From an optimization exercise on the open Yosys and OpenROAD flow, aimed at small area and a short achievable clock period; shortcuts taken in it are not production practice. Only simulation tests tie the RTL to the original design; equivalence was not proved. The clock cells of this run come from the design's own scripts or RTL, not from TritonCTS. No driver is modelled on the clock port, so clock power and skew are understated where the tree is cut down; a real chip needs a root buffer or a tree. Power is estimated from default activity; no workload was simulated.

**design/flow/config.mk**
```make
export PLATFORM = sky130hd
export DESIGN_NAME = signedMultiplier16
export DESIGN_NICKNAME = signedMultiplier16
export VERILOG_FILES = /design/flow/design.v
export SDC_FILE = /design/flow/constraint.sdc
export NUM_CORES = 4
export LEC_CHECK = 0
export CAP_MARGIN = 20
export CORE_MARGIN = 2
export CORE_UTILIZATION = 65
export PLACE_DENSITY = 0.75
export SLEW_MARGIN = 20
```
**design/flow/flow/run.sh**
```bash
#!/bin/bash
# standard synthesis and layout, except:
# - the port buffers are the smallest buffer instead of a delay cell,
# - the clock tree is a balanced two-level tree built by flow/clock_tree.tcl
#   (root buffer, one buffer per k-means cluster of flip-flops) in place of TritonCTS.
set -euo pipefail
export FLOW_CLOCK_TREE="6 sky130_fd_sc_hd__clkbuf_16 sky130_fd_sc_hd__clkbuf_16"
bash standard.sh SETUP_SLACK_MARGIN=6.2 "BUFFER_PORTS_ARGS=-buffer_cell sky130_fd_sc_hd__buf_1" \
  PRE_CTS_TCL=$PWD/flow/clock_tree.tcl finish > flow_make.log 2>&1
```
**design/flow/constraint.sdc**
```tcl
create_clock -name core_clock -period 8.8 [get_ports {clk}]
set_input_delay 1.7600 -clock core_clock [delete_from_list [all_inputs] [get_ports {clk}]]
set_output_delay 1.7600 -clock core_clock [all_outputs]
set_load 0.01 [all_outputs]
```
**design/flow/standard.sh**
```bash
#!/bin/bash
# synth_recipe.tcl (not shown) runs the flow's synth.tcl, then flattens the netlist and writes it again
# the make line also repeats each setting of config.mk as NAME=value (left out here)
make -C /OpenROAD-flow-scripts/flow DESIGN_CONFIG=/design/flow/config.mk WORK_HOME=/design/flow/orfs CLKGATE_MAP_FILE= SYNTH_SCRIPT=/design/flow/synth_recipe.tcl "${@:-finish}"
```
**design/flow/flow/clock_tree.tcl**
```tcl
# Two-level clock tree: the clock port drives one root buffer, which drives one
# buffer per cluster of flip-flops (clusters by k-means on placement).
proc my_clock_tree {nclusters rootcell leafcell} {
  set block [ord::get_db_block]
  set db [ord::get_db]
  set clknet [$block findNet clk]
  set sinks {}
  foreach it [$clknet getITerms] {
    lappend sinks $it
  }
  set pts {}
  foreach it $sinks {
    set b [[$it getInst] getBBox]
    lappend pts [list [expr {([$b xMin] + [$b xMax]) / 2.0}] [expr {([$b yMin] + [$b yMax]) / 2.0}]]
  }
  set n [llength $pts]
  # k-means, seeded by spreading over sorted x then y
  set cent {}
  set sorted [lsort -real -index 0 $pts]
  for {set k 0} {$k < $nclusters} {incr k} {
    lappend cent [lindex $sorted [expr {int(($k + 0.5) * $n / $nclusters)}]]
  }
  for {set iter 0} {$iter < 50} {incr iter} {
    set assign {}
    foreach p $pts {
      set best 0; set bd 1e30
      for {set k 0} {$k < $nclusters} {incr k} {
        set c [lindex $cent $k]
        set d [expr {abs([lindex $p 0] - [lindex $c 0]) + abs([lindex $p 1] - [lindex $c 1])}]
        if {$d < $bd} { set bd $d; set best $k }
      }
      lappend assign $best
    }
    set newc {}
    for {set k 0} {$k < $nclusters} {incr k} {
      set sx 0; set sy 0; set m 0
      foreach p $pts a $assign {
        if {$a == $k} { set sx [expr {$sx + [lindex $p 0]}]; set sy [expr {$sy + [lindex $p 1]}]; incr m }
      }
      if {$m > 0} { lappend newc [list [expr {$sx / $m}] [expr {$sy / $m}]] } else { lappend newc [lindex $cent $k] }
    }
    set cent $newc
  }
  set rmaster [$db findMaster $rootcell]
  set lmaster [$db findMaster $leafcell]
  # root buffer at the centre of the leaf buffers
  set rx 0; set ry 0
  foreach c $cent { set rx [expr {$rx + [lindex $c 0]}]; set ry [expr {$ry + [lindex $c 1]}] }
  set rx [expr {int($rx / $nclusters)}]; set ry [expr {int($ry / $nclusters)}]
  set root [odb::dbInst_create $block $rmaster "clkbuf_root"]
  $root setLocation $rx $ry
  $root setPlacementStatus PLACED
  set rootnet [odb::dbNet_create $block "clknet_root"]
  $rootnet setSigType CLOCK
  foreach it $sinks { $it disconnect }
  [$root findITerm A] connect $clknet
  [$root findITerm X] connect $rootnet
  for {set k 0} {$k < $nclusters} {incr k} {
    set c [lindex $cent $k]
    set leaf [odb::dbInst_create $block $lmaster "clkbuf_leaf_$k"]
    $leaf setLocation [expr {int([lindex $c 0])}] [expr {int([lindex $c 1])}]
    $leaf setPlacementStatus PLACED
    set net [odb::dbNet_create $block "clknet_leaf_$k"]
    $net setSigType CLOCK
    [$leaf findITerm A] connect $rootnet
    [$leaf findITerm X] connect $net
    foreach it $sinks a $assign {
      if {$a == $k} { $it connect $net }
    }
  }
}

# Used as ORFS's PRE_CTS_TCL hook: build the tree here, and leave the CTS step's
# clock_tree_synthesis call nothing to do.
if {[info exists ::env(FLOW_CLOCK_TREE)]} {
  my_clock_tree {*}$::env(FLOW_CLOCK_TREE)
  set_propagated_clock [all_clocks]
  proc clock_tree_synthesis {args} { puts "clock tree built by flow/clock_tree.tcl" }
}
```
**design/flow/design.v**
```verilog
package multPkg;
  typedef logic signed [16-1:0] operandT;
  typedef logic signed [32-1:0] productT;
  typedef struct packed {
    logic one;
    logic two;
    logic neg;
  } boothT;
  function automatic boothT boothEncode(input logic hi, input logic mid, input logic lo);
    boothT d;
    d.one = mid ^ lo;
    d.two = (hi & ~mid & ~lo) | (~hi & mid & lo);
    d.neg = hi;
    boothEncode = d;
  endfunction
endpackage
module operandPrep (
  input  logic             clk,
  input  logic             rstN,
  input  multPkg::operandT opA,
  input  multPkg::operandT opB,
  input  logic             inValid,
  output logic [15:0]      aR,
  output logic [7:0]       oneR,
  output logic [7:0]       twoR,
  output logic [7:0]       negR,
  output logic             prepValid
);
  logic [16:0] bExt;
  logic [7:0]  one;
  logic [7:0]  two;
  logic [7:0]  neg;
  assign bExt = {opB, 1'b0};
  for (genvar i = 0; i < 8; i++)
  begin : genDigit
    assign {one[i], two[i], neg[i]} = multPkg::boothEncode(bExt[2 * i + 2], bExt[2 * i + 1], bExt[2 * i]);
  end
  always_ff @(posedge clk)
  begin
    prepValid <= rstN & inValid;
  end
  always_ff @(posedge clk)
  begin
    aR <= opA;
    oneR <= one;
    twoR <= two;
    negR <= neg;
  end
endmodule
module daddaTree8 (
  input  logic [15:0]   aR,
  input  logic [7:0]    oneR,
  input  logic [7:0]    twoR,
  input  logic [7:0]    negR,
  output logic [74-1:0] cutBits
);
  logic pp0_0, pp0_1, pp0_2, pp0_3, pp0_4, pp0_5, pp0_6, pp0_7, pp0_8, pp0_9;
  logic pp0_10, pp0_11, pp0_12, pp0_13, pp0_14, pp0_15, pp0_16, pp1_0, pp1_1, pp1_2;
  logic pp1_3, pp1_4, pp1_5, pp1_6, pp1_7, pp1_8, pp1_9, pp1_10, pp1_11, pp1_12;
  logic pp1_13, pp1_14, pp1_15, pp1_16, pp2_0, pp2_1, pp2_2, pp2_3, pp2_4, pp2_5;
  logic pp2_6, pp2_7, pp2_8, pp2_9, pp2_10, pp2_11, pp2_12, pp2_13, pp2_14, pp2_15;
  logic pp2_16, pp3_0, pp3_1, pp3_2, pp3_3, pp3_4, pp3_5, pp3_6, pp3_7, pp3_8;
  logic pp3_9, pp3_10, pp3_11, pp3_12, pp3_13, pp3_14, pp3_15, pp3_16, pp4_0, pp4_1;
  logic pp4_2, pp4_3, pp4_4, pp4_5, pp4_6, pp4_7, pp4_8, pp4_9, pp4_10, pp4_11;
  logic pp4_12, pp4_13, pp4_14, pp4_15, pp4_16, pp5_0, pp5_1, pp5_2, pp5_3, pp5_4;
  logic pp5_5, pp5_6, pp5_7, pp5_8, pp5_9, pp5_10, pp5_11, pp5_12, pp5_13, pp5_14;
  logic pp5_15, pp5_16, pp6_0, pp6_1, pp6_2, pp6_3, pp6_4, pp6_5, pp6_6, pp6_7;
  logic pp6_8, pp6_9, pp6_10, pp6_11, pp6_12, pp6_13, pp6_14, pp6_15, pp6_16, pp7_0;
  logic pp7_1, pp7_2, pp7_3, pp7_4, pp7_5, pp7_6, pp7_7, pp7_8, pp7_9, pp7_10;
  logic pp7_11, pp7_12, pp7_13, pp7_14, pp7_15, pp7_16, s1, k1, s2, k2;
  logic s3, k3, s4, k4, s5, k5, s6, k6, s7, k7;
  logic s8, k8, s9, k9, s10, k10, s11, k11, s12, k12;
  logic s13, k13, s14, k14, s15, k15, s16, k16, s17, k17;
  logic s18, k18, s19, k19, s20, k20, s21, k21, s22, k22;
  logic s23, k23, s24, k24, s25, k25, s26, k26, s27, k27;
  logic s28, k28, s29, k29, s30, k30, s31, k31, s32, k32;
  logic s33, k33, s34, k34, s35, k35, s36, k36, s37, k37;
  logic s38, k38, s39, k39, s40, k40, s41, k41, s42, k42;
  logic s43, k43, s44, k44, s45, k45, s46, k46, s47, k47;
  logic s48, k48, s49, k49, s50, k50, s51, k51, s52, k52;
  logic s53, k53, s54, k54, s55, k55, s56, k56, s57, k57;
  logic s58, k58, s59, k59, s60, k60, s61, k61, s62, k62;
  logic s63, k63, s64, k64, s65, k65, s66, k66, s67, k67;
  logic s68, k68, s69, k69, s70, k70, s71, k71, s72, k72;
  logic s73, k73, s74, k74, s75, k75, s76, k76, s77, k77;
  logic s78, k78, s79, k79, s80, k80, s81, k81, s82, k82;
  logic s83, k83, s84, k84, s85, k85, s86, k86, s87, k87;
  logic s88, k88, s89, k89, s90, k90, s91, k91, s92, k92;
  logic s93, k93, s107, k107, s108, k108, s109, k109, s110, k110;
  logic s111, k111, s112, k112;
  assign pp0_0 = ((oneR[0] & aR[0]) | (twoR[0] & 1'b0)) ^ negR[0];
  assign pp0_1 = ((oneR[0] & aR[1]) | (twoR[0] & aR[0])) ^ negR[0];
  assign pp0_2 = ((oneR[0] & aR[2]) | (twoR[0] & aR[1])) ^ negR[0];
  assign pp0_3 = ((oneR[0] & aR[3]) | (twoR[0] & aR[2])) ^ negR[0];
  assign pp0_4 = ((oneR[0] & aR[4]) | (twoR[0] & aR[3])) ^ negR[0];
  assign pp0_5 = ((oneR[0] & aR[5]) | (twoR[0] & aR[4])) ^ negR[0];
  assign pp0_6 = ((oneR[0] & aR[6]) | (twoR[0] & aR[5])) ^ negR[0];
  assign pp0_7 = ((oneR[0] & aR[7]) | (twoR[0] & aR[6])) ^ negR[0];
  assign pp0_8 = ((oneR[0] & aR[8]) | (twoR[0] & aR[7])) ^ negR[0];
  assign pp0_9 = ((oneR[0] & aR[9]) | (twoR[0] & aR[8])) ^ negR[0];
  assign pp0_10 = ((oneR[0] & aR[10]) | (twoR[0] & aR[9])) ^ negR[0];
  assign pp0_11 = ((oneR[0] & aR[11]) | (twoR[0] & aR[10])) ^ negR[0];
  assign pp0_12 = ((oneR[0] & aR[12]) | (twoR[0] & aR[11])) ^ negR[0];
  assign pp0_13 = ((oneR[0] & aR[13]) | (twoR[0] & aR[12])) ^ negR[0];
  assign pp0_14 = ((oneR[0] & aR[14]) | (twoR[0] & aR[13])) ^ negR[0];
  assign pp0_15 = ((oneR[0] & aR[15]) | (twoR[0] & aR[14])) ^ negR[0];
  assign pp0_16 = ~(((oneR[0] | twoR[0]) & aR[15]) ^ negR[0]);
  assign pp1_0 = ((oneR[1] & aR[0]) | (twoR[1] & 1'b0)) ^ negR[1];
  assign pp1_1 = ((oneR[1] & aR[1]) | (twoR[1] & aR[0])) ^ negR[1];
  assign pp1_2 = ((oneR[1] & aR[2]) | (twoR[1] & aR[1])) ^ negR[1];
  assign pp1_3 = ((oneR[1] & aR[3]) | (twoR[1] & aR[2])) ^ negR[1];
  assign pp1_4 = ((oneR[1] & aR[4]) | (twoR[1] & aR[3])) ^ negR[1];
  assign pp1_5 = ((oneR[1] & aR[5]) | (twoR[1] & aR[4])) ^ negR[1];
  assign pp1_6 = ((oneR[1] & aR[6]) | (twoR[1] & aR[5])) ^ negR[1];
  assign pp1_7 = ((oneR[1] & aR[7]) | (twoR[1] & aR[6])) ^ negR[1];
  assign pp1_8 = ((oneR[1] & aR[8]) | (twoR[1] & aR[7])) ^ negR[1];
  assign pp1_9 = ((oneR[1] & aR[9]) | (twoR[1] & aR[8])) ^ negR[1];
  assign pp1_10 = ((oneR[1] & aR[10]) | (twoR[1] & aR[9])) ^ negR[1];
  assign pp1_11 = ((oneR[1] & aR[11]) | (twoR[1] & aR[10])) ^ negR[1];
  assign pp1_12 = ((oneR[1] & aR[12]) | (twoR[1] & aR[11])) ^ negR[1];
  assign pp1_13 = ((oneR[1] & aR[13]) | (twoR[1] & aR[12])) ^ negR[1];
  assign pp1_14 = ((oneR[1] & aR[14]) | (twoR[1] & aR[13])) ^ negR[1];
  assign pp1_15 = ((oneR[1] & aR[15]) | (twoR[1] & aR[14])) ^ negR[1];
  assign pp1_16 = ~(((oneR[1] | twoR[1]) & aR[15]) ^ negR[1]);
  assign pp2_0 = ((oneR[2] & aR[0]) | (twoR[2] & 1'b0)) ^ negR[2];
  assign pp2_1 = ((oneR[2] & aR[1]) | (twoR[2] & aR[0])) ^ negR[2];
  assign pp2_2 = ((oneR[2] & aR[2]) | (twoR[2] & aR[1])) ^ negR[2];
  assign pp2_3 = ((oneR[2] & aR[3]) | (twoR[2] & aR[2])) ^ negR[2];
  assign pp2_4 = ((oneR[2] & aR[4]) | (twoR[2] & aR[3])) ^ negR[2];
  assign pp2_5 = ((oneR[2] & aR[5]) | (twoR[2] & aR[4])) ^ negR[2];
  assign pp2_6 = ((oneR[2] & aR[6]) | (twoR[2] & aR[5])) ^ negR[2];
  assign pp2_7 = ((oneR[2] & aR[7]) | (twoR[2] & aR[6])) ^ negR[2];
  assign pp2_8 = ((oneR[2] & aR[8]) | (twoR[2] & aR[7])) ^ negR[2];
  assign pp2_9 = ((oneR[2] & aR[9]) | (twoR[2] & aR[8])) ^ negR[2];
  assign pp2_10 = ((oneR[2] & aR[10]) | (twoR[2] & aR[9])) ^ negR[2];
  assign pp2_11 = ((oneR[2] & aR[11]) | (twoR[2] & aR[10])) ^ negR[2];
  assign pp2_12 = ((oneR[2] & aR[12]) | (twoR[2] & aR[11])) ^ negR[2];
  assign pp2_13 = ((oneR[2] & aR[13]) | (twoR[2] & aR[12])) ^ negR[2];
  assign pp2_14 = ((oneR[2] & aR[14]) | (twoR[2] & aR[13])) ^ negR[2];
  assign pp2_15 = ((oneR[2] & aR[15]) | (twoR[2] & aR[14])) ^ negR[2];
  assign pp2_16 = ~(((oneR[2] | twoR[2]) & aR[15]) ^ negR[2]);
  assign pp3_0 = ((oneR[3] & aR[0]) | (twoR[3] & 1'b0)) ^ negR[3];
  assign pp3_1 = ((oneR[3] & aR[1]) | (twoR[3] & aR[0])) ^ negR[3];
  assign pp3_2 = ((oneR[3] & aR[2]) | (twoR[3] & aR[1])) ^ negR[3];
  assign pp3_3 = ((oneR[3] & aR[3]) | (twoR[3] & aR[2])) ^ negR[3];
  assign pp3_4 = ((oneR[3] & aR[4]) | (twoR[3] & aR[3])) ^ negR[3];
  assign pp3_5 = ((oneR[3] & aR[5]) | (twoR[3] & aR[4])) ^ negR[3];
  assign pp3_6 = ((oneR[3] & aR[6]) | (twoR[3] & aR[5])) ^ negR[3];
  assign pp3_7 = ((oneR[3] & aR[7]) | (twoR[3] & aR[6])) ^ negR[3];
  assign pp3_8 = ((oneR[3] & aR[8]) | (twoR[3] & aR[7])) ^ negR[3];
  assign pp3_9 = ((oneR[3] & aR[9]) | (twoR[3] & aR[8])) ^ negR[3];
  assign pp3_10 = ((oneR[3] & aR[10]) | (twoR[3] & aR[9])) ^ negR[3];
  assign pp3_11 = ((oneR[3] & aR[11]) | (twoR[3] & aR[10])) ^ negR[3];
  assign pp3_12 = ((oneR[3] & aR[12]) | (twoR[3] & aR[11])) ^ negR[3];
  assign pp3_13 = ((oneR[3] & aR[13]) | (twoR[3] & aR[12])) ^ negR[3];
  assign pp3_14 = ((oneR[3] & aR[14]) | (twoR[3] & aR[13])) ^ negR[3];
  assign pp3_15 = ((oneR[3] & aR[15]) | (twoR[3] & aR[14])) ^ negR[3];
  assign pp3_16 = ~(((oneR[3] | twoR[3]) & aR[15]) ^ negR[3]);
  assign pp4_0 = ((oneR[4] & aR[0]) | (twoR[4] & 1'b0)) ^ negR[4];
  assign pp4_1 = ((oneR[4] & aR[1]) | (twoR[4] & aR[0])) ^ negR[4];
  assign pp4_2 = ((oneR[4] & aR[2]) | (twoR[4] & aR[1])) ^ negR[4];
  assign pp4_3 = ((oneR[4] & aR[3]) | (twoR[4] & aR[2])) ^ negR[4];
  assign pp4_4 = ((oneR[4] & aR[4]) | (twoR[4] & aR[3])) ^ negR[4];
  assign pp4_5 = ((oneR[4] & aR[5]) | (twoR[4] & aR[4])) ^ negR[4];
  assign pp4_6 = ((oneR[4] & aR[6]) | (twoR[4] & aR[5])) ^ negR[4];
  assign pp4_7 = ((oneR[4] & aR[7]) | (twoR[4] & aR[6])) ^ negR[4];
  assign pp4_8 = ((oneR[4] & aR[8]) | (twoR[4] & aR[7])) ^ negR[4];
  assign pp4_9 = ((oneR[4] & aR[9]) | (twoR[4] & aR[8])) ^ negR[4];
  assign pp4_10 = ((oneR[4] & aR[10]) | (twoR[4] & aR[9])) ^ negR[4];
  assign pp4_11 = ((oneR[4] & aR[11]) | (twoR[4] & aR[10])) ^ negR[4];
  assign pp4_12 = ((oneR[4] & aR[12]) | (twoR[4] & aR[11])) ^ negR[4];
  assign pp4_13 = ((oneR[4] & aR[13]) | (twoR[4] & aR[12])) ^ negR[4];
  assign pp4_14 = ((oneR[4] & aR[14]) | (twoR[4] & aR[13])) ^ negR[4];
  assign pp4_15 = ((oneR[4] & aR[15]) | (twoR[4] & aR[14])) ^ negR[4];
  assign pp4_16 = ~(((oneR[4] | twoR[4]) & aR[15]) ^ negR[4]);
  assign pp5_0 = ((oneR[5] & aR[0]) | (twoR[5] & 1'b0)) ^ negR[5];
  assign pp5_1 = ((oneR[5] & aR[1]) | (twoR[5] & aR[0])) ^ negR[5];
  assign pp5_2 = ((oneR[5] & aR[2]) | (twoR[5] & aR[1])) ^ negR[5];
  assign pp5_3 = ((oneR[5] & aR[3]) | (twoR[5] & aR[2])) ^ negR[5];
  assign pp5_4 = ((oneR[5] & aR[4]) | (twoR[5] & aR[3])) ^ negR[5];
  assign pp5_5 = ((oneR[5] & aR[5]) | (twoR[5] & aR[4])) ^ negR[5];
  assign pp5_6 = ((oneR[5] & aR[6]) | (twoR[5] & aR[5])) ^ negR[5];
  assign pp5_7 = ((oneR[5] & aR[7]) | (twoR[5] & aR[6])) ^ negR[5];
  assign pp5_8 = ((oneR[5] & aR[8]) | (twoR[5] & aR[7])) ^ negR[5];
  assign pp5_9 = ((oneR[5] & aR[9]) | (twoR[5] & aR[8])) ^ negR[5];
  assign pp5_10 = ((oneR[5] & aR[10]) | (twoR[5] & aR[9])) ^ negR[5];
  assign pp5_11 = ((oneR[5] & aR[11]) | (twoR[5] & aR[10])) ^ negR[5];
  assign pp5_12 = ((oneR[5] & aR[12]) | (twoR[5] & aR[11])) ^ negR[5];
  assign pp5_13 = ((oneR[5] & aR[13]) | (twoR[5] & aR[12])) ^ negR[5];
  assign pp5_14 = ((oneR[5] & aR[14]) | (twoR[5] & aR[13])) ^ negR[5];
  assign pp5_15 = ((oneR[5] & aR[15]) | (twoR[5] & aR[14])) ^ negR[5];
  assign pp5_16 = ~(((oneR[5] | twoR[5]) & aR[15]) ^ negR[5]);
  assign pp6_0 = ((oneR[6] & aR[0]) | (twoR[6] & 1'b0)) ^ negR[6];
  assign pp6_1 = ((oneR[6] & aR[1]) | (twoR[6] & aR[0])) ^ negR[6];
  assign pp6_2 = ((oneR[6] & aR[2]) | (twoR[6] & aR[1])) ^ negR[6];
  assign pp6_3 = ((oneR[6] & aR[3]) | (twoR[6] & aR[2])) ^ negR[6];
  assign pp6_4 = ((oneR[6] & aR[4]) | (twoR[6] & aR[3])) ^ negR[6];
  assign pp6_5 = ((oneR[6] & aR[5]) | (twoR[6] & aR[4])) ^ negR[6];
  assign pp6_6 = ((oneR[6] & aR[6]) | (twoR[6] & aR[5])) ^ negR[6];
  assign pp6_7 = ((oneR[6] & aR[7]) | (twoR[6] & aR[6])) ^ negR[6];
  assign pp6_8 = ((oneR[6] & aR[8]) | (twoR[6] & aR[7])) ^ negR[6];
  assign pp6_9 = ((oneR[6] & aR[9]) | (twoR[6] & aR[8])) ^ negR[6];
  assign pp6_10 = ((oneR[6] & aR[10]) | (twoR[6] & aR[9])) ^ negR[6];
  assign pp6_11 = ((oneR[6] & aR[11]) | (twoR[6] & aR[10])) ^ negR[6];
  assign pp6_12 = ((oneR[6] & aR[12]) | (twoR[6] & aR[11])) ^ negR[6];
  assign pp6_13 = ((oneR[6] & aR[13]) | (twoR[6] & aR[12])) ^ negR[6];
  assign pp6_14 = ((oneR[6] & aR[14]) | (twoR[6] & aR[13])) ^ negR[6];
  assign pp6_15 = ((oneR[6] & aR[15]) | (twoR[6] & aR[14])) ^ negR[6];
  assign pp6_16 = ~(((oneR[6] | twoR[6]) & aR[15]) ^ negR[6]);
  assign pp7_0 = ((oneR[7] & aR[0]) | (twoR[7] & 1'b0)) ^ negR[7];
  assign pp7_1 = ((oneR[7] & aR[1]) | (twoR[7] & aR[0])) ^ negR[7];
  assign pp7_2 = ((oneR[7] & aR[2]) | (twoR[7] & aR[1])) ^ negR[7];
  assign pp7_3 = ((oneR[7] & aR[3]) | (twoR[7] & aR[2])) ^ negR[7];
  assign pp7_4 = ((oneR[7] & aR[4]) | (twoR[7] & aR[3])) ^ negR[7];
  assign pp7_5 = ((oneR[7] & aR[5]) | (twoR[7] & aR[4])) ^ negR[7];
  assign pp7_6 = ((oneR[7] & aR[6]) | (twoR[7] & aR[5])) ^ negR[7];
  assign pp7_7 = ((oneR[7] & aR[7]) | (twoR[7] & aR[6])) ^ negR[7];
  assign pp7_8 = ((oneR[7] & aR[8]) | (twoR[7] & aR[7])) ^ negR[7];
  assign pp7_9 = ((oneR[7] & aR[9]) | (twoR[7] & aR[8])) ^ negR[7];
  assign pp7_10 = ((oneR[7] & aR[10]) | (twoR[7] & aR[9])) ^ negR[7];
  assign pp7_11 = ((oneR[7] & aR[11]) | (twoR[7] & aR[10])) ^ negR[7];
  assign pp7_12 = ((oneR[7] & aR[12]) | (twoR[7] & aR[11])) ^ negR[7];
  assign pp7_13 = ((oneR[7] & aR[13]) | (twoR[7] & aR[12])) ^ negR[7];
  assign pp7_14 = ((oneR[7] & aR[14]) | (twoR[7] & aR[13])) ^ negR[7];
  assign pp7_15 = ((oneR[7] & aR[15]) | (twoR[7] & aR[14])) ^ negR[7];
  assign pp7_16 = ~(((oneR[7] | twoR[7]) & aR[15]) ^ negR[7]);
  assign {k1, s1} = {negR[5] & pp0_10, negR[5] ^ pp0_10};
  assign {k2, s2} = {pp0_11 & pp1_9, pp0_11 ^ pp1_9};
  assign {k3, s3} = {(negR[6] & pp0_12) | (negR[6] & pp1_10) | (pp0_12 & pp1_10), negR[6] ^ pp0_12 ^ pp1_10};
  assign {k4, s4} = {pp2_8 & pp3_6, pp2_8 ^ pp3_6};
  assign {k5, s5} = {(pp0_13 & pp1_11) | (pp0_13 & pp2_9) | (pp1_11 & pp2_9), pp0_13 ^ pp1_11 ^ pp2_9};
  assign {k6, s6} = {pp3_7 & pp4_5, pp3_7 ^ pp4_5};
  assign {k7, s7} = {(negR[7] & pp0_14) | (negR[7] & pp1_12) | (pp0_14 & pp1_12), negR[7] ^ pp0_14 ^ pp1_12};
  assign {k8, s8} = {(pp2_10 & pp3_8) | (pp2_10 & pp4_6) | (pp3_8 & pp4_6), pp2_10 ^ pp3_8 ^ pp4_6};
  assign {k9, s9} = {pp5_4 & pp6_2, pp5_4 ^ pp6_2};
  assign {k10, s10} = {(pp0_15 & pp1_13) | (pp0_15 & pp2_11) | (pp1_13 & pp2_11), pp0_15 ^ pp1_13 ^ pp2_11};
  assign {k11, s11} = {(pp3_9 & pp4_7) | (pp3_9 & pp5_5) | (pp4_7 & pp5_5), pp3_9 ^ pp4_7 ^ pp5_5};
  assign {k12, s12} = {pp6_3 & pp7_1, pp6_3 ^ pp7_1};
  assign {k13, s13} = {(1'b1 & pp0_16) | (1'b1 & pp1_14) | (pp0_16 & pp1_14), 1'b1 ^ pp0_16 ^ pp1_14};
  assign {k14, s14} = {(pp2_12 & pp3_10) | (pp2_12 & pp4_8) | (pp3_10 & pp4_8), pp2_12 ^ pp3_10 ^ pp4_8};
  assign {k15, s15} = {(pp5_6 & pp6_4) | (pp5_6 & pp7_2) | (pp6_4 & pp7_2), pp5_6 ^ pp6_4 ^ pp7_2};
  assign {k16, s16} = {(1'b1 & pp1_15) | (1'b1 & pp2_13) | (pp1_15 & pp2_13), 1'b1 ^ pp1_15 ^ pp2_13};
  assign {k17, s17} = {(pp3_11 & pp4_9) | (pp3_11 & pp5_7) | (pp4_9 & pp5_7), pp3_11 ^ pp4_9 ^ pp5_7};
  assign {k18, s18} = {pp6_5 & pp7_3, pp6_5 ^ pp7_3};
  assign {k19, s19} = {(pp1_16 & pp2_14) | (pp1_16 & pp3_12) | (pp2_14 & pp3_12), pp1_16 ^ pp2_14 ^ pp3_12};
  assign {k20, s20} = {(pp4_10 & pp5_8) | (pp4_10 & pp6_6) | (pp5_8 & pp6_6), pp4_10 ^ pp5_8 ^ pp6_6};
  assign {k21, s21} = {(1'b1 & pp2_15) | (1'b1 & pp3_13) | (pp2_15 & pp3_13), 1'b1 ^ pp2_15 ^ pp3_13};
  assign {k22, s22} = {pp4_11 & pp5_9, pp4_11 ^ pp5_9};
  assign {k23, s23} = {(pp2_16 & pp3_14) | (pp2_16 & pp4_12) | (pp3_14 & pp4_12), pp2_16 ^ pp3_14 ^ pp4_12};
  assign {k24, s24} = {1'b1 & pp3_15, 1'b1 ^ pp3_15};
  assign {k25, s25} = {negR[3] & pp0_6, negR[3] ^ pp0_6};
  assign {k26, s26} = {pp0_7 & pp1_5, pp0_7 ^ pp1_5};
  assign {k27, s27} = {(negR[4] & pp0_8) | (negR[4] & pp1_6) | (pp0_8 & pp1_6), negR[4] ^ pp0_8 ^ pp1_6};
  assign {k28, s28} = {pp2_4 & pp3_2, pp2_4 ^ pp3_2};
  assign {k29, s29} = {(pp0_9 & pp1_7) | (pp0_9 & pp2_5) | (pp1_7 & pp2_5), pp0_9 ^ pp1_7 ^ pp2_5};
  assign {k30, s30} = {pp3_3 & pp4_1, pp3_3 ^ pp4_1};
  assign {k31, s31} = {(pp1_8 & pp2_6) | (pp1_8 & pp3_4) | (pp2_6 & pp3_4), pp1_8 ^ pp2_6 ^ pp3_4};
  assign {k32, s32} = {(pp4_2 & pp5_0) | (pp4_2 & s1) | (pp5_0 & s1), pp4_2 ^ pp5_0 ^ s1};
  assign {k33, s33} = {(pp2_7 & pp3_5) | (pp2_7 & pp4_3) | (pp3_5 & pp4_3), pp2_7 ^ pp3_5 ^ pp4_3};
  assign {k34, s34} = {(pp5_1 & k1) | (pp5_1 & s2) | (k1 & s2), pp5_1 ^ k1 ^ s2};
  assign {k35, s35} = {(pp4_4 & pp5_2) | (pp4_4 & pp6_0) | (pp5_2 & pp6_0), pp4_4 ^ pp5_2 ^ pp6_0};
  assign {k36, s36} = {(k2 & s4) | (k2 & s3) | (s4 & s3), k2 ^ s4 ^ s3};
  assign {k37, s37} = {(pp5_3 & pp6_1) | (pp5_3 & k4) | (pp6_1 & k4), pp5_3 ^ pp6_1 ^ k4};
  assign {k38, s38} = {(s6 & k3) | (s6 & s5) | (k3 & s5), s6 ^ k3 ^ s5};
  assign {k39, s39} = {(pp7_0 & k6) | (pp7_0 & s9) | (k6 & s9), pp7_0 ^ k6 ^ s9};
  assign {k40, s40} = {(k5 & s7) | (k5 & s8) | (s7 & s8), k5 ^ s7 ^ s8};
  assign {k41, s41} = {(k9 & s12) | (k9 & k7) | (s12 & k7), k9 ^ s12 ^ k7};
  assign {k42, s42} = {(k8 & s10) | (k8 & s11) | (s10 & s11), k8 ^ s10 ^ s11};
  assign {k43, s43} = {(k12 & k10) | (k12 & k11) | (k10 & k11), k12 ^ k10 ^ k11};
  assign {k44, s44} = {(s13 & s14) | (s13 & s15) | (s14 & s15), s13 ^ s14 ^ s15};
  assign {k45, s45} = {(s18 & k13) | (s18 & k14) | (k13 & k14), s18 ^ k13 ^ k14};
  assign {k46, s46} = {(k15 & s16) | (k15 & s17) | (s16 & s17), k15 ^ s16 ^ s17};
  assign {k47, s47} = {(pp7_4 & k18) | (pp7_4 & k16) | (k18 & k16), pp7_4 ^ k18 ^ k16};
  assign {k48, s48} = {(k17 & s19) | (k17 & s20) | (s19 & s20), k17 ^ s19 ^ s20};
  assign {k49, s49} = {(pp6_7 & pp7_5) | (pp6_7 & s22) | (pp7_5 & s22), pp6_7 ^ pp7_5 ^ s22};
  assign {k50, s50} = {(k19 & k20) | (k19 & s21) | (k20 & s21), k19 ^ k20 ^ s21};
  assign {k51, s51} = {(pp5_10 & pp6_8) | (pp5_10 & pp7_6) | (pp6_8 & pp7_6), pp5_10 ^ pp6_8 ^ pp7_6};
  assign {k52, s52} = {(k22 & k21) | (k22 & s23) | (k21 & s23), k22 ^ k21 ^ s23};
  assign {k53, s53} = {(pp4_13 & pp5_11) | (pp4_13 & pp6_9) | (pp5_11 & pp6_9), pp4_13 ^ pp5_11 ^ pp6_9};
  assign {k54, s54} = {(pp7_7 & s24) | (pp7_7 & k23) | (s24 & k23), pp7_7 ^ s24 ^ k23};
  assign {k55, s55} = {(pp3_16 & pp4_14) | (pp3_16 & pp5_12) | (pp4_14 & pp5_12), pp3_16 ^ pp4_14 ^ pp5_12};
  assign {k56, s56} = {(pp6_10 & pp7_8) | (pp6_10 & k24) | (pp7_8 & k24), pp6_10 ^ pp7_8 ^ k24};
  assign {k57, s57} = {(1'b1 & pp4_15) | (1'b1 & pp5_13) | (pp4_15 & pp5_13), 1'b1 ^ pp4_15 ^ pp5_13};
  assign {k58, s58} = {pp6_11 & pp7_9, pp6_11 ^ pp7_9};
  assign {k59, s59} = {(pp4_16 & pp5_14) | (pp4_16 & pp6_12) | (pp5_14 & pp6_12), pp4_16 ^ pp5_14 ^ pp6_12};
  assign {k60, s60} = {1'b1 & pp5_15, 1'b1 ^ pp5_15};
  assign {k61, s61} = {negR[2] & pp0_4, negR[2] ^ pp0_4};
  assign {k62, s62} = {pp0_5 & pp1_3, pp0_5 ^ pp1_3};
  assign {k63, s63} = {(pp1_4 & pp2_2) | (pp1_4 & pp3_0) | (pp2_2 & pp3_0), pp1_4 ^ pp2_2 ^ pp3_0};
  assign {k64, s64} = {(pp2_3 & pp3_1) | (pp2_3 & k25) | (pp3_1 & k25), pp2_3 ^ pp3_1 ^ k25};
  assign {k65, s65} = {(pp4_0 & k26) | (pp4_0 & s28) | (k26 & s28), pp4_0 ^ k26 ^ s28};
  assign {k66, s66} = {(k28 & s30) | (k28 & k27) | (s30 & k27), k28 ^ s30 ^ k27};
  assign {k67, s67} = {(k30 & k29) | (k30 & s31) | (k29 & s31), k30 ^ k29 ^ s31};
  assign {k68, s68} = {(k31 & s33) | (k31 & k32) | (s33 & k32), k31 ^ s33 ^ k32};
  assign {k69, s69} = {(k33 & s35) | (k33 & k34) | (s35 & k34), k33 ^ s35 ^ k34};
  assign {k70, s70} = {(k35 & s37) | (k35 & k36) | (s37 & k36), k35 ^ s37 ^ k36};
  assign {k71, s71} = {(k37 & s39) | (k37 & k38) | (s39 & k38), k37 ^ s39 ^ k38};
  assign {k72, s72} = {(k39 & k40) | (k39 & s41) | (k40 & s41), k39 ^ k40 ^ s41};
  assign {k73, s73} = {(k41 & k42) | (k41 & s43) | (k42 & s43), k41 ^ k42 ^ s43};
  assign {k74, s74} = {(k43 & k44) | (k43 & s45) | (k44 & s45), k43 ^ k44 ^ s45};
  assign {k75, s75} = {(k45 & k46) | (k45 & s47) | (k46 & s47), k45 ^ k46 ^ s47};
  assign {k76, s76} = {(s49 & k47) | (s49 & k48) | (k47 & k48), s49 ^ k47 ^ k48};
  assign {k77, s77} = {(s51 & k49) | (s51 & k50) | (k49 & k50), s51 ^ k49 ^ k50};
  assign {k78, s78} = {(k51 & s53) | (k51 & k52) | (s53 & k52), k51 ^ s53 ^ k52};
  assign {k79, s79} = {(k53 & s55) | (k53 & s56) | (s55 & s56), k53 ^ s55 ^ s56};
  assign {k80, s80} = {(s58 & k55) | (s58 & s57) | (k55 & s57), s58 ^ k55 ^ s57};
  assign {k81, s81} = {(pp7_10 & k58) | (pp7_10 & k57) | (k58 & k57), pp7_10 ^ k58 ^ k57};
  assign {k82, s82} = {(pp6_13 & pp7_11) | (pp6_13 & s60) | (pp7_11 & s60), pp6_13 ^ pp7_11 ^ s60};
  assign {k83, s83} = {(pp5_16 & pp6_14) | (pp5_16 & pp7_12) | (pp6_14 & pp7_12), pp5_16 ^ pp6_14 ^ pp7_12};
  assign {k84, s84} = {1'b1 & pp6_15, 1'b1 ^ pp6_15};
  assign {k85, s85} = {negR[1] & pp0_2, negR[1] ^ pp0_2};
  assign {k86, s86} = {pp0_3 & pp1_1, pp0_3 ^ pp1_1};
  assign {k87, s87} = {(pp1_2 & pp2_0) | (pp1_2 & s61) | (pp2_0 & s61), pp1_2 ^ pp2_0 ^ s61};
  assign {k88, s88} = {(pp2_1 & k61) | (pp2_1 & s62) | (k61 & s62), pp2_1 ^ k61 ^ s62};
  assign {k89, s89} = {(k62 & s25) | (k62 & s63) | (s25 & s63), k62 ^ s25 ^ s63};
  assign {k90, s90} = {(s26 & k63) | (s26 & s64) | (k63 & s64), s26 ^ k63 ^ s64};
  assign {k91, s91} = {(s27 & k64) | (s27 & s65) | (k64 & s65), s27 ^ k64 ^ s65};
  assign {k92, s92} = {(s29 & k65) | (s29 & s66) | (k65 & s66), s29 ^ k65 ^ s66};
  assign {k93, s93} = {(s32 & k66) | (s32 & s67) | (k66 & s67), s32 ^ k66 ^ s67};
  assign {k107, s107} = {(s59 & k80) | (s59 & s81) | (k80 & s81), s59 ^ k80 ^ s81};
  assign {k108, s108} = {(k59 & s82) | (k59 & k81) | (s82 & k81), k59 ^ s82 ^ k81};
  assign {k109, s109} = {(k60 & s83) | (k60 & k82) | (s83 & k82), k60 ^ s83 ^ k82};
  assign {k110, s110} = {(pp7_13 & s84) | (pp7_13 & k83) | (s84 & k83), pp7_13 ^ s84 ^ k83};
  assign {k111, s111} = {(pp6_16 & pp7_14) | (pp6_16 & k84) | (pp7_14 & k84), pp6_16 ^ pp7_14 ^ k84};
  assign {k112, s112} = {1'b1 & pp7_15, 1'b1 ^ pp7_15};
  assign cutBits[0] = s34;
  assign cutBits[1] = k67;
  assign cutBits[2] = s68;
  assign cutBits[3] = s36;
  assign cutBits[4] = k68;
  assign cutBits[5] = s69;
  assign cutBits[6] = s38;
  assign cutBits[7] = k69;
  assign cutBits[8] = s70;
  assign cutBits[9] = s40;
  assign cutBits[10] = k70;
  assign cutBits[11] = s71;
  assign cutBits[12] = s42;
  assign cutBits[13] = k71;
  assign cutBits[14] = s72;
  assign cutBits[15] = s44;
  assign cutBits[16] = k72;
  assign cutBits[17] = s73;
  assign cutBits[18] = s46;
  assign cutBits[19] = k73;
  assign cutBits[20] = s74;
  assign cutBits[21] = s48;
  assign cutBits[22] = k74;
  assign cutBits[23] = s75;
  assign cutBits[24] = s50;
  assign cutBits[25] = k75;
  assign cutBits[26] = s76;
  assign cutBits[27] = s52;
  assign cutBits[28] = k76;
  assign cutBits[29] = s77;
  assign cutBits[30] = s54;
  assign cutBits[31] = k77;
  assign cutBits[32] = s78;
  assign cutBits[33] = k54;
  assign cutBits[34] = s79;
  assign cutBits[35] = k78;
  assign cutBits[36] = k56;
  assign cutBits[37] = s80;
  assign cutBits[38] = k79;
  assign cutBits[39] = negR[0];
  assign cutBits[40] = pp0_0;
  assign cutBits[41] = pp0_1;
  assign cutBits[42] = s85;
  assign cutBits[43] = pp1_0;
  assign cutBits[44] = k85;
  assign cutBits[45] = s86;
  assign cutBits[46] = k86;
  assign cutBits[47] = s87;
  assign cutBits[48] = k87;
  assign cutBits[49] = s88;
  assign cutBits[50] = k88;
  assign cutBits[51] = s89;
  assign cutBits[52] = k89;
  assign cutBits[53] = s90;
  assign cutBits[54] = k90;
  assign cutBits[55] = s91;
  assign cutBits[56] = k91;
  assign cutBits[57] = s92;
  assign cutBits[58] = k92;
  assign cutBits[59] = s93;
  assign cutBits[60] = k93;
  assign cutBits[61] = s107;
  assign cutBits[62] = k107;
  assign cutBits[63] = s108;
  assign cutBits[64] = k108;
  assign cutBits[65] = s109;
  assign cutBits[66] = k109;
  assign cutBits[67] = s110;
  assign cutBits[68] = k110;
  assign cutBits[69] = s111;
  assign cutBits[70] = k111;
  assign cutBits[71] = s112;
  assign cutBits[72] = k112;
  assign cutBits[73] = pp7_16;
endmodule
module productMerge (
  input  logic                      clk,
  input  logic                      rstN,
  input  logic [74-1:0]    cutBits,
  input  logic                      prepValid,
  output multPkg::productT          product,
  output logic                      outValid
);
  logic                      treeValid;
  logic [74-1:0]    cutR;
  logic [32-1:0] rowA;
  logic [32-1:0] rowB;
  logic s34, k67, s68, s36, k68, s69, s38, k69, s70, s40;
  logic k70, s71, s42, k71, s72, s44, k72, s73, s46, k73;
  logic s74, s48, k74, s75, s50, k75, s76, s52, k76, s77;
  logic s54, k77, s78, k54, s79, k78, k56, s80, k79, negR_0;
  logic pp0_0, pp0_1, s85, pp1_0, k85, s86, k86, s87, k87, s88;
  logic k88, s89, k89, s90, k90, s91, k91, s92, k92, s93;
  logic k93, s107, k107, s108, k108, s109, k109, s110, k110, s111;
  logic k111, s112, k112, pp7_16, s94, k94, s95, k95, s96, k96;
  logic s97, k97, s98, k98, s99, k99, s100, k100, s101, k101;
  logic s102, k102, s103, k103, s104, k104, s105, k105, s106, k106;
  always_ff @(posedge clk)
  begin
    treeValid <= rstN & prepValid;
    outValid  <= rstN & treeValid;
  end
  always_ff @(posedge clk)
  begin
    cutR    <= cutBits;
    product <= rowA + rowB;
  end
  assign s34 = cutR[0];
  assign k67 = cutR[1];
  assign s68 = cutR[2];
  assign s36 = cutR[3];
  assign k68 = cutR[4];
  assign s69 = cutR[5];
  assign s38 = cutR[6];
  assign k69 = cutR[7];
  assign s70 = cutR[8];
  assign s40 = cutR[9];
  assign k70 = cutR[10];
  assign s71 = cutR[11];
  assign s42 = cutR[12];
  assign k71 = cutR[13];
  assign s72 = cutR[14];
  assign s44 = cutR[15];
  assign k72 = cutR[16];
  assign s73 = cutR[17];
  assign s46 = cutR[18];
  assign k73 = cutR[19];
  assign s74 = cutR[20];
  assign s48 = cutR[21];
  assign k74 = cutR[22];
  assign s75 = cutR[23];
  assign s50 = cutR[24];
  assign k75 = cutR[25];
  assign s76 = cutR[26];
  assign s52 = cutR[27];
  assign k76 = cutR[28];
  assign s77 = cutR[29];
  assign s54 = cutR[30];
  assign k77 = cutR[31];
  assign s78 = cutR[32];
  assign k54 = cutR[33];
  assign s79 = cutR[34];
  assign k78 = cutR[35];
  assign k56 = cutR[36];
  assign s80 = cutR[37];
  assign k79 = cutR[38];
  assign negR_0 = cutR[39];
  assign pp0_0 = cutR[40];
  assign pp0_1 = cutR[41];
  assign s85 = cutR[42];
  assign pp1_0 = cutR[43];
  assign k85 = cutR[44];
  assign s86 = cutR[45];
  assign k86 = cutR[46];
  assign s87 = cutR[47];
  assign k87 = cutR[48];
  assign s88 = cutR[49];
  assign k88 = cutR[50];
  assign s89 = cutR[51];
  assign k89 = cutR[52];
  assign s90 = cutR[53];
  assign k90 = cutR[54];
  assign s91 = cutR[55];
  assign k91 = cutR[56];
  assign s92 = cutR[57];
  assign k92 = cutR[58];
  assign s93 = cutR[59];
  assign k93 = cutR[60];
  assign s107 = cutR[61];
  assign k107 = cutR[62];
  assign s108 = cutR[63];
  assign k108 = cutR[64];
  assign s109 = cutR[65];
  assign k109 = cutR[66];
  assign s110 = cutR[67];
  assign k110 = cutR[68];
  assign s111 = cutR[69];
  assign k111 = cutR[70];
  assign s112 = cutR[71];
  assign k112 = cutR[72];
  assign pp7_16 = cutR[73];
  assign {k94, s94} = {(s34 & k67) | (s34 & s68) | (k67 & s68), s34 ^ k67 ^ s68};
  assign {k95, s95} = {(s36 & k68) | (s36 & s69) | (k68 & s69), s36 ^ k68 ^ s69};
  assign {k96, s96} = {(s38 & k69) | (s38 & s70) | (k69 & s70), s38 ^ k69 ^ s70};
  assign {k97, s97} = {(s40 & k70) | (s40 & s71) | (k70 & s71), s40 ^ k70 ^ s71};
  assign {k98, s98} = {(s42 & k71) | (s42 & s72) | (k71 & s72), s42 ^ k71 ^ s72};
  assign {k99, s99} = {(s44 & k72) | (s44 & s73) | (k72 & s73), s44 ^ k72 ^ s73};
  assign {k100, s100} = {(s46 & k73) | (s46 & s74) | (k73 & s74), s46 ^ k73 ^ s74};
  assign {k101, s101} = {(s48 & k74) | (s48 & s75) | (k74 & s75), s48 ^ k74 ^ s75};
  assign {k102, s102} = {(s50 & k75) | (s50 & s76) | (k75 & s76), s50 ^ k75 ^ s76};
  assign {k103, s103} = {(s52 & k76) | (s52 & s77) | (k76 & s77), s52 ^ k76 ^ s77};
  assign {k104, s104} = {(s54 & k77) | (s54 & s78) | (k77 & s78), s54 ^ k77 ^ s78};
  assign {k105, s105} = {(k54 & s79) | (k54 & k78) | (s79 & k78), k54 ^ s79 ^ k78};
  assign {k106, s106} = {(k56 & s80) | (k56 & k79) | (s80 & k79), k56 ^ s80 ^ k79};
  assign rowA[0] = negR_0;
  assign rowB[0] = pp0_0;
  assign rowA[1] = pp0_1;
  assign rowB[1] = 1'b0;
  assign rowA[2] = s85;
  assign rowB[2] = pp1_0;
  assign rowA[3] = k85;
  assign rowB[3] = s86;
  assign rowA[4] = k86;
  assign rowB[4] = s87;
  assign rowA[5] = k87;
  assign rowB[5] = s88;
  assign rowA[6] = k88;
  assign rowB[6] = s89;
  assign rowA[7] = k89;
  assign rowB[7] = s90;
  assign rowA[8] = k90;
  assign rowB[8] = s91;
  assign rowA[9] = k91;
  assign rowB[9] = s92;
  assign rowA[10] = k92;
  assign rowB[10] = s93;
  assign rowA[11] = k93;
  assign rowB[11] = s94;
  assign rowA[12] = k94;
  assign rowB[12] = s95;
  assign rowA[13] = k95;
  assign rowB[13] = s96;
  assign rowA[14] = k96;
  assign rowB[14] = s97;
  assign rowA[15] = k97;
  assign rowB[15] = s98;
  assign rowA[16] = k98;
  assign rowB[16] = s99;
  assign rowA[17] = k99;
  assign rowB[17] = s100;
  assign rowA[18] = k100;
  assign rowB[18] = s101;
  assign rowA[19] = k101;
  assign rowB[19] = s102;
  assign rowA[20] = k102;
  assign rowB[20] = s103;
  assign rowA[21] = k103;
  assign rowB[21] = s104;
  assign rowA[22] = k104;
  assign rowB[22] = s105;
  assign rowA[23] = k105;
  assign rowB[23] = s106;
  assign rowA[24] = k106;
  assign rowB[24] = s107;
  assign rowA[25] = k107;
  assign rowB[25] = s108;
  assign rowA[26] = k108;
  assign rowB[26] = s109;
  assign rowA[27] = k109;
  assign rowB[27] = s110;
  assign rowA[28] = k110;
  assign rowB[28] = s111;
  assign rowA[29] = k111;
  assign rowB[29] = s112;
  assign rowA[30] = k112;
  assign rowB[30] = pp7_16;
  assign rowA[31] = 1'b1;
  assign rowB[31] = 1'b0;
endmodule
module signedMultiplier16 (
  input  logic             clk,
  input  logic             rstN,
  input  multPkg::operandT opA,
  input  multPkg::operandT opB,
  input  logic             inValid,
  output multPkg::productT product,
  output logic             outValid
);
  logic [15:0]               aR;
  logic [7:0]                oneR;
  logic [7:0]                twoR;
  logic [7:0]                negR;
  logic                      prepValid;
  logic [74-1:0]     cutBits;
  operandPrep operandPrep_inst (
    .clk       (clk),
    .rstN      (rstN),
    .opA       (opA),
    .opB       (opB),
    .inValid   (inValid),
    .aR        (aR),
    .oneR      (oneR),
    .twoR      (twoR),
    .negR      (negR),
    .prepValid (prepValid)
  );
  daddaTree8 daddaTree8_inst (
    .aR   (aR),
    .oneR (oneR),
    .twoR (twoR),
    .negR (negR),
    .cutBits (cutBits)
  );
  productMerge productMerge_inst (
    .clk       (clk),
    .rstN      (rstN),
    .cutBits   (cutBits),
    .prepValid (prepValid),
    .product   (product),
    .outValid  (outValid)
  );
endmodule
```
==> run summary <==
[flip-flops by register name (all words and copies together) (netlist names)]
register                     count
operandPrep_inst.prepValid       1
productMerge_inst.cutR          74
productMerge_inst.outValid       1
productMerge_inst.product       32
operandPrep_inst.twoR            8
operandPrep_inst.aR             16
operandPrep_inst.oneR            8
operandPrep_inst.negR            8
productMerge_inst.treeValid      1
[routing by layer]
metal  global-route usage  up-vias  part of all wire
met5                    0        -                 0
met4               0.0549        0             0.023
met3               0.0455       45             0.091
met2                0.437      370              0.44
met1                0.419     3304              0.45
li1                     -     3185                 -
[worst max path at each step]
stage | start | depth (start not counted) | end
after floorplan | operandPrep_inst.oneR[1]$_DFF_P_ | 9 | productMerge_inst.cutR[59]$_DFF_P_
after global placement | operandPrep_inst.negR[1]$_DFF_P_ | 6 | productMerge_inst.cutR[59]$_DFF_P_
after detailed placement | operandPrep_inst.negR[1]$_DFF_P_ | 6 | productMerge_inst.cutR[59]$_DFF_P_
after CTS | productMerge_inst.cutR[2]$_DFF_P_ | 9 | productMerge_inst.product[30]$_DFF_P_
after global routing | productMerge_inst.cutR[35]$_DFF_P_ | 9 | productMerge_inst.product[29]$_DFF_P_
final | productMerge_inst.cutR[2]$_DFF_P_ | 9 | productMerge_inst.product[30]$_DFF_P_
[placed cells by master (no fill, tap or decap), drive strengths merged, types with 10 or more instances in the layout]
cell type and instances:
buf 69, nand2 27, nand2b 10, xor2 40, a21oi 31, inv 80, dfxtp 149, clkbuf 15
nor2 20, fa 87, a22oi 121, ha 52, o21ai 34, a21o 16, xnor2 127
[where the power goes]
group          leakage (nW)  total [W]  internal (W)  switching [W]
Sequential             1.26    0.00113      0.000963       0.000167
Clock                0.0863   0.000338      0.000144       0.000195
Combinational          2.84    0.00311       0.00144        0.00166
Total                  4.19    0.00457       0.00255        0.00202
[layout make-up]
class                   instances  area share
well taps                     184      0.0223
repair buffers                 77      0.0347
multi-input cells             637       0.599
inverters                      80      0.0290
flip-flops and latches        149       0.298
plain buffers                   7      0.0169
[per-stage QoR]
| stage | worst slack (ns) | util |
|---|---|---|
| 2_1_floorplan | 6.21 | - |
| 3_5_place_dp | 5.89 | 0.678 |
| 5_1_grt | 5.96 | 0.714 |
| 3_3_place_gp | 5.92 | 0.678 |
| 4_1_cts | 6.12 | 0.704 |
| 6_report | 6.08 | 0.714 |
[worst max-delay path: stages, from the launching register on]
cell	delay, ns
dfxtp_2	0.34
fa_1	0.57
ha_4	0.22
a41oi_1	0.29
o21ai_2	0.11
a21o_1	0.21
o211ai_1	0.29
a21oi_2	0.16
a311o_1	0.34
o311ai_1	0.08
[cell families (layout without fill, tap and decap cells)]
kind of cell / Yosys count / count (layout) / share of synthesized area
AOI/OAI and AO/OA: 241 / 241 / 0.178
muxes: 2 / 2 / 0.00208
buffers and inverters: 161 / 164 / 0.0630
adders and majority gates: 139 / 139 / 0.248
xor gates and xnor gates: 167 / 167 / 0.152
DFF: 149 / 149 / 0.310
and+or+nand+nor: 88 / 88 / 0.0469
[what timing repair did]
action | CTS | global route
resized for setup | 70 | 43
endpoints found under the setup margin | 46 | 48
buffers inserted | 4 | 4
pin swaps | 14 | 4
hold buffers | 0 | 0
==> impl_metrics.sql <==
INSERT INTO impl_metrics (metric_group, metric, value, unit) VALUES
('yosys', 'mapped_cell_area', '9630', 'sq um'),
('timing', 'number_of_hold_violations_in_the_final_report', '0', ''),
('yosys', 'synth_top_area_share', '0.310', ''),
('status', 'outcome', 'complete, no violations', ''),
('yosys', 'sequential_element_share_of_the_synthesized_area', '0.310', ''),
('yosys', 'syn_inst', '947', ''),
('worst_setup_path', 'timing.critical_path.fanout_max', '5', ''),
('timing', 'grt_setup_unrepaired', 'true', ''),
('yosys', 'yosys_most_used_dff', 'dfxtp_1', ''),
('final_layout', 'antenna_cells', '0', ''),
('power_and_ir_drop', 'power.ir.vdd_worst', '285', 'uV'),
('final_layout', 'area.growth.synth_to_final', '7.42', '%'),
('drt', 'viasPerCell', '6.09', ''),
('yosys', 'postSynthNetCount', '1121', ''),
('timing', 'timing_worst_slew_pin_value', '0.625', 'ns'),
('cts', 'clock_insertion_delay_worst_skew', '0.38', 'ns'),
('floorplan', 'floorplan.initialDensity', '0.665', ''),
('final_layout', 'fin_nets', '1126', ''),
('drt', 'via_count', '6904', ''),
('final_layout', 'sequential_cell_area', '3080', 'sq um'),
('hold_path', 'worst_hold_path_type', 'register to register', ''),
('floorplan', 'placementRows', '44', ''),
('power_and_ir_drop', 'p_leak', '4.19', 'nW'),
('yosys', 'post-synth-top-count-cell', 'dfxtp_1', ''),
('placement', 'port_buffers', '67', ''),
('hold_path', 'worst_hold_startpoint', 'productMerge_inst.treeValid$_DFF_P_', ''),
('worst_setup_path', 'r2r.worst_path.cells', '9', ''),
('job', 'drv_cap', '0', ''),
('grt', 'first_global_vias', '7037', ''),
('cts', 'clk_pin_slew_worst_paths', '0.12', 'ns'),
('yosys', 'synth-seq-cells', '149', ''),
('grt', 'grt_first_pass_wirelength', '36.1', 'mm'),
('final_layout', 'fin_cells', '1134', ''),
('timing', 'timing.final.setup_violations', '0', ''),
('worst_setup_path', 'endpoint_arrival_time_on_the_critical_path', '3.00', 'ns'),
('hold_path', 'min_delay_path_depth', '1', ''),
('yosys', 'synthesis.yosys.warnings', '2', ''),
('worst_setup_path', 'end_kind', 'register', ''),
('yosys', 'synth_edf_count', '0', ''),
('placement', 'sum_of_net_half_perimeters_after_detailed_placement', '15.7', 'mm'),
('timing', 'maximum_clock_rate', '0.368', 'GHz'),
('yosys', 'post_synth_most_frequent_cells', 'dfxtp_1, xnor2_1, a22oi_1', ''),
('grt', 'pin_count_of_the_biggest_net_entering_global_routing', '36', ''),
('floorplan', 'top_level_ports', '68', ''),
('final_layout', 'num-fill-cells', '1082', ''),
('timing', 'worst_hold_slack', '0.459', 'ns'),
('yosys', 'synth_async_sr_flop_share', '0', ''),
('worst_setup_path', 'r2r_start', 'productMerge_inst.cutR[2]$_DFF_P_', ''),
('timing', 'finalClockSkew', '0.0441', 'ns'),
('timing', 'min_period_over_period', '0.309', ''),
('drt', 'firstDrtPassIters', '5', ''),
('worst_setup_path', 'critical_path_required', '9.08', 'ns'),
('final_layout', 'final_cell_area', '10300', 'sq um'),
('grt', 'globalRouteTotalUtil', '0.280', ''),
('timing', 'max_slew_margin', '0.583', ''),
('drt', 'final_antenna_net_count', '0', ''),
('drt', 'avgRoutedWirePerCell', '19.5', 'um'),
('yosys', 'synthTopCellsByArea', 'dfxtp_1, fa_1, xnor2_1, a22oi_1, ha_1', ''),
('final_layout', 'post_route_cells_drive_above_1_share', '0.122', ''),
('timing', 'timing.setup.tns', '0', 'ns'),
('timing', 'layout_min_cycle_time', '2.72', 'ns'),
('power_and_ir_drop', 'totalPowerFinal', '0.00457', 'W'),
('drt', 'finalWirelength', '22.1', 'mm'),
('power_and_ir_drop', 'power-per-cell-area', '442', 'nW/um^2'),
('hold_path', 'hold-path-endpoint', 'productMerge_inst.outValid$_DFF_P_', ''),
('floorplan', 'core-area', '14500', 'sq um'),
('final_layout', 'multiInputGateArea', '6200', 'sq um'),
('worst_setup_path', 'r2r_slack', '6.08', 'ns'),
('grt', 'global_route.overflow_total', '0', ''),
('worst_setup_path', 'timing.rr.end', 'productMerge_inst.product[30]$_DFF_P_', ''),
('worst_setup_path', 'critical_path_class', 'register to register', '');

[separate check: timing with driven ports]
The flow's constraints put no driver on any port. The routed layout listed below was extracted and timed again, unchanged, in two steps.
Step 1 assumes that a clkbuf_16 drives the clock port and a buf_2 every other input.
Step 2 moves the port delays by t, midway between the first and last clock arrival at a register: inputs arrive t later, outputs are due t later. That takes back most of the time a late clock gives input paths.
Three values: no drivers, after step 1, after step 2; two values: the first two.
t, ns: 0.400
setup WS [ns]: 6.079 / 6.079 / 6.079
worst setup path after step 2: register to register
slew at the worst register clock pin (ns): 0.12 / 0.12
cell pins on the clock port's net: 1
After both steps setup and hold are still met in this run. The setup slack of this run moves by 0.000 ns with the drivers and by 0.000 ns with both steps.
